From an optimization exercise on the open Yosys and OpenROAD flow, aimed at small area; shortcuts taken in it are not production practice. In this exercise RTL edits were held to simulation tests only and were not proved equivalent to the original. No driver is modelled on the clock port, so clocking that relies on it looks cheaper here than on a real chip. No activity file was given, so power comes from the tool's default toggle rates.

Setup of JK:
// cpu_top
module cpu_top (
    input  logic        clk,
    input  logic        rst,
    output logic [31:0] pc,
    output logic        inst_req_valid,
    input  logic        inst_req_ready,
    input  logic [31:0] instruction,
    input  logic        inst_valid,
    output logic        inst_ready,
    output logic [31:0] mem_addr,
    output logic [31:0] mem_wdata,
    output logic [3:0]  mem_wstrb,
    output logic        mem_write,
    output logic        mem_read,
    input  logic        mem_req_ready,
    input  logic [31:0] read_data,
    input  logic        read_data_valid,
    output logic        read_data_ready,
    output logic        retire_valid,
    output logic        retire_wen,
    output logic [4:0]  retire_waddr,
    output logic [31:0] retire_wdata,
    output logic [31:0] retire_pc
);
Size in the first run: roughly 1800 cells after synthesis, ~1100 flip-flops, roughly 250 I/O pins, about 0.028 mm² of cells after synthesis.
Settings: LEC_CHECK=0, CAP_MARGIN=20, CORE_MARGIN=2, CORE_UTILIZATION=65, SLEW_MARGIN=20; clock period 8.0 ns.
standard.sh (not shown) runs the stock make flow with config.mk's settings and CLKGATE_MAP_FILE= SYNTH_SCRIPT=/design/flow/synth_recipe.tcl, a recipe that flattens the netlist after the stock synthesis.
==> flow/flow/run.sh <==
#!/bin/bash
# The standard layout (standard.sh) with these changes:
#  - port buffers use sky130_fd_sc_hd__buf_1
#  - the clock tree uses small clusters of clkbuf_4 and no dummy loads
#  - after CTS, flow/fix_clk.tcl upsizes the clock buffers whose flip-flop
#    clock pins would see too large a slew, and legalizes the placement
# Each step writes its own log in this folder (and ORFS's logs under orfs/logs).
set -euo pipefail
export BUFFER_PORTS_ARGS="-buffer_cell sky130_fd_sc_hd__buf_1"
export CTS_ARGS="-sink_clustering_enable -repair_clock_nets -dont_use_dummy_load -buf_list sky130_fd_sc_hd__clkbuf_4 -sink_clustering_size 12 -sink_clustering_max_diameter 40"
bash standard.sh cts > standard_cts.log 2>&1
R=orfs/results/sky130hd/cpu_top/base
FIX_IN=$R/4_cts.odb FIX_SDC=$R/4_cts.sdc FIX_OUT=$R/4_cts.odb FIX_TARGET=0.112 \
  openroad -no_init -exit flow/fix_clk.tcl > fix_clk.log 2>&1
bash standard.sh > standard_finish.log 2>&1
==> flow/flow/fix_clk.tcl <==
# Upsize clock buffers that drive flip-flop clock pins with too large a slew,
# then legalize the placement. Usage: openroad -exit fix_clk.tcl with env
# FIX_IN (odb), FIX_SDC, FIX_OUT (odb), FIX_TARGET (ns)
read_liberty $::env(FLOW_HOME)/platforms/sky130hd/lib/sky130_fd_sc_hd__tt_025C_1v80.lib
read_db $::env(FIX_IN)
read_sdc $::env(FIX_SDC)
source $::env(FLOW_HOME)/platforms/sky130hd/setRC.tcl
estimate_parasitics -placement
set target $::env(FIX_TARGET)
array set next {
  sky130_fd_sc_hd__clkbuf_1 sky130_fd_sc_hd__clkbuf_2
  sky130_fd_sc_hd__clkbuf_2 sky130_fd_sc_hd__clkbuf_4
  sky130_fd_sc_hd__clkbuf_4 sky130_fd_sc_hd__clkbuf_8
  sky130_fd_sc_hd__clkbuf_8 sky130_fd_sc_hd__clkbuf_16
}
proc max_clk_slew {} {
  set mx 0
  set worst {}
  foreach inst [get_cells *] {
    set ref [get_property $inst ref_name]
    if {[string match "*__*df*" $ref]} {
      set pin [get_pins -of_objects $inst -filter "name==CLK"]
      foreach rf {rise fall} {
        set s [get_property $pin slew_max_$rf]
        if {$s > $mx} {set mx $s}
      }
    }
  }
  return $mx
}
for {set it 0} {$it < 8} {incr it} {
  set bad [dict create]
  foreach inst [get_cells *] {
    set ref [get_property $inst ref_name]
    if {![string match "*__*df*" $ref]} continue
    set pin [get_pins -of_objects $inst -filter "name==CLK"]
    set s [expr max([get_property $pin slew_max_rise],[get_property $pin slew_max_fall])]
    if {$s > $target} {
      set net [get_nets -of_objects $pin]
      foreach p [get_pins -of_objects $net] {
        if {[get_property $p direction] == "output"} {
          dict set bad [get_full_name [get_cells -of_objects $p]] 1
        }
      }
    }
  }
  puts "iteration $it: max slew [max_clk_slew], buffers to upsize: [dict size $bad]"
  if {[dict size $bad] == 0} break
  foreach name [dict keys $bad] {
    set inst [get_cells $name]
    set ref [get_property $inst ref_name]
    if {[info exists next($ref)]} {
      puts "  $name: $ref -> $next($ref)"
      replace_cell $inst $next($ref)
    }
  }
  estimate_parasitics -placement
}
puts "final max slew [max_clk_slew]"
detailed_placement
check_placement
estimate_parasitics -placement
puts "after legalization max slew [max_clk_slew]"
write_db $::env(FIX_OUT)
Status JK: flow complete, layout not clean - antenna violations
Input changes introduced in MS (baseline for comparison: JK):
==> flow/flow/run.sh <==
#!/bin/bash
# The standard layout (standard.sh) with these changes:
#  - synthesis is synth_recipe.tcl unchanged, except that ABC maps the
#    combinational logic with an area-oriented script (flow/abc_area.script);
#    registers are mapped before ABC runs and are not touched by it
#  - port buffers use sky130_fd_sc_hd__buf_1
#  - the clock tree uses clusters of up to 20 sinks on clkbuf_8 and no dummy loads
#  - after CTS, flow/fix_clk.tcl upsizes the clock buffers whose flip-flop
#    clock pins would see too large a slew, and legalizes the placement
# Each step writes its own log in this folder (and ORFS's logs under orfs/logs).
set -euo pipefail
W=$PWD
cat > area_synth.tcl <<EOT
proc abc {args} {
  set i [lsearch \$args -script]
  if {\$i >= 0} { lset args [expr {\$i + 1}] $W/flow/abc_area.script }
  yosys abc {*}\$args
}
source $W/synth_recipe.tcl
EOT
sed "s|SYNTH_SCRIPT=[^ ]*|SYNTH_SCRIPT=$W/area_synth.tcl|" standard.sh > area_standard.sh
export BUFFER_PORTS_ARGS="-buffer_cell sky130_fd_sc_hd__buf_1"
export CTS_ARGS="-sink_clustering_enable -repair_clock_nets -dont_use_dummy_load -buf_list sky130_fd_sc_hd__clkbuf_8 -sink_clustering_size 20 -sink_clustering_max_diameter 60"
bash area_standard.sh cts > standard_cts.log 2>&1
R=orfs/results/sky130hd/cpu_top/base
FIX_IN=$R/4_cts.odb FIX_SDC=$R/4_cts.sdc FIX_OUT=$R/4_cts.odb FIX_TARGET=0.112 \
  openroad -no_init -exit flow/fix_clk.tcl > fix_clk.log 2>&1
bash area_standard.sh > standard_finish.log 2>&1
==> flow/flow/abc_area.script (new file) <==
strash
dch -f
amap
strash
dch -f
amap
topo
### Flow results
The flow did not stop early for MS: all stages ran, and the layout cleared the timing, design-rule and antenna checks.
JK finished all stages; however, its layout fails the closing checks, the failures being antenna violations.
A slowest stage cell on the critical path of fa_2 is what JK shows, while fa_1 belongs to MS.
MS vs. JK: post-synthesis cell count now sits higher, cell area power density climbed 0.59%.
Diff JK -> MS | register share of the cell area | increase of 0.72 points
Of JK and MS, MS shows the higher instance count on the critical path, with JK below it.
Compared with JK, MS shows total track usage higher by 0.18 points.
> inputs changed (MS -> AL)
-- flow/flow/run.sh --
<<< MS, line 7
#  - the clock tree uses clusters of up to 20 sinks on clkbuf_8 and no dummy loads
#  - after CTS, flow/fix_clk.tcl upsizes the clock buffers whose flip-flop
#    clock pins would see too large a slew, and legalizes the placement
>>> AL, line 7
#  - the clock tree uses clusters of up to 20 sinks on clkbuf_8 and no dummy loads
#    clock pins would see too large a slew, and legalizes the placement
<<< MS, line 25
R=orfs/results/sky130hd/cpu_top/base
FIX_IN=$R/4_cts.odb FIX_SDC=$R/4_cts.sdc FIX_OUT=$R/4_cts.odb FIX_TARGET=0.112 \
  openroad -no_init -exit flow/fix_clk.tcl > fix_clk.log 2>&1
bash area_standard.sh > standard_finish.log 2>&1
>>> AL, line 24
R=orfs/results/sky130hd/cpu_top/base
bash area_standard.sh > standard_finish.log 2>&1
==> flow/flow/abc_area.script <==
strash
dch -f
amap
topo
stime -c
buffer -c
upsize -c
dnsize -c
removed: flow/flow/fix_clk.tcl
Findings:
AL: done, clean on timing, DRC and antenna
The flow did not stop early for MS: all stages ran, and the layout cleared the timing, design-rule and antenna checks.
Compared with MS, in AL wire length of the first global-routing pass increased about 0.8%, area occupied by multi-input gates up 3.0%, layout buffer count excluding clock buffers went down, worst-margin pin slew flat.
Fraction of the mapped netlist area in simple logic gates: MS and AL compared, higher one is MS
Compared to MS, AL has hold slack 0.011 ns lower.
Here is what was changed in the inputs of TR compared with AL.
==> flow/flow/run.sh <==
#!/bin/bash
# The standard layout (standard.sh), with two changes:
#  - port buffers use sky130_fd_sc_hd__buf_1 instead of the default choice
#  - the clock tree uses clkbuf_4 cells in small clusters and no dummy loads
# Every tool's output goes to the logs under orfs/logs; make's own output to standard.log.
export BUFFER_PORTS_ARGS="-buffer_cell sky130_fd_sc_hd__buf_1"
export CTS_ARGS="-sink_clustering_enable -repair_clock_nets -dont_use_dummy_load -buf_list sky130_fd_sc_hd__clkbuf_8 -sink_clustering_size 20 -sink_clustering_max_diameter 60"
bash standard.sh > standard.log 2>&1
removed: flow/flow/abc_area.script
==> summary.txt <==
- Sort AL and TR by maximum frequency desc -> top: TR
- Estimated wirelength of the detail-placed design: TR < AL
- Number of H-tree branching levels: TR vs AL identical
- Per the comparison of TR with AL, fraction of the cycle the final worst path needs lower, worst slack at placement went up 0.61 ns.

==> re-timing with driven ports <==
No port has a modelled driver above. Below, the same layouts with a new extraction and two added sets of constraints.
Step 1 assumes that a clkbuf_16 drives the clock port and a buf_2 every other input.
Step 2 adds t to the input delays and takes it off the output delays; t is the mean of the earliest and latest rising clock arrival at the registers after step 1. Input paths then give back, and output paths get back, about the clock's delay inside the block.
Slacks: ideal ports / drivers / drivers and shift; pairs: ideal ports / drivers.
| run | t, ns | slack for setup (ns) | worst hold slack (ns) |
|---|---|---|---|
| JK | 0.882 | 0.221 / 0.198 / 0.198 | 0.222 / 0.222 / 0.222 |
| MS | 0.662 | 0.103 / 0.047 / 0.047 | 0.301 / 0.301 / 0.301 |
| AL | 0.671 | 0.157 / 0.124 / 0.124 | 0.289 / 0.289 / 0.289 |
| TR | 0.664 | 0.270 / 0.247 / 0.247 | 0.263 / 0.263 / 0.263 |
The setup slack of MS, which loses most, moves by -0.056 ns with the drivers and by -0.056 ns with both steps.
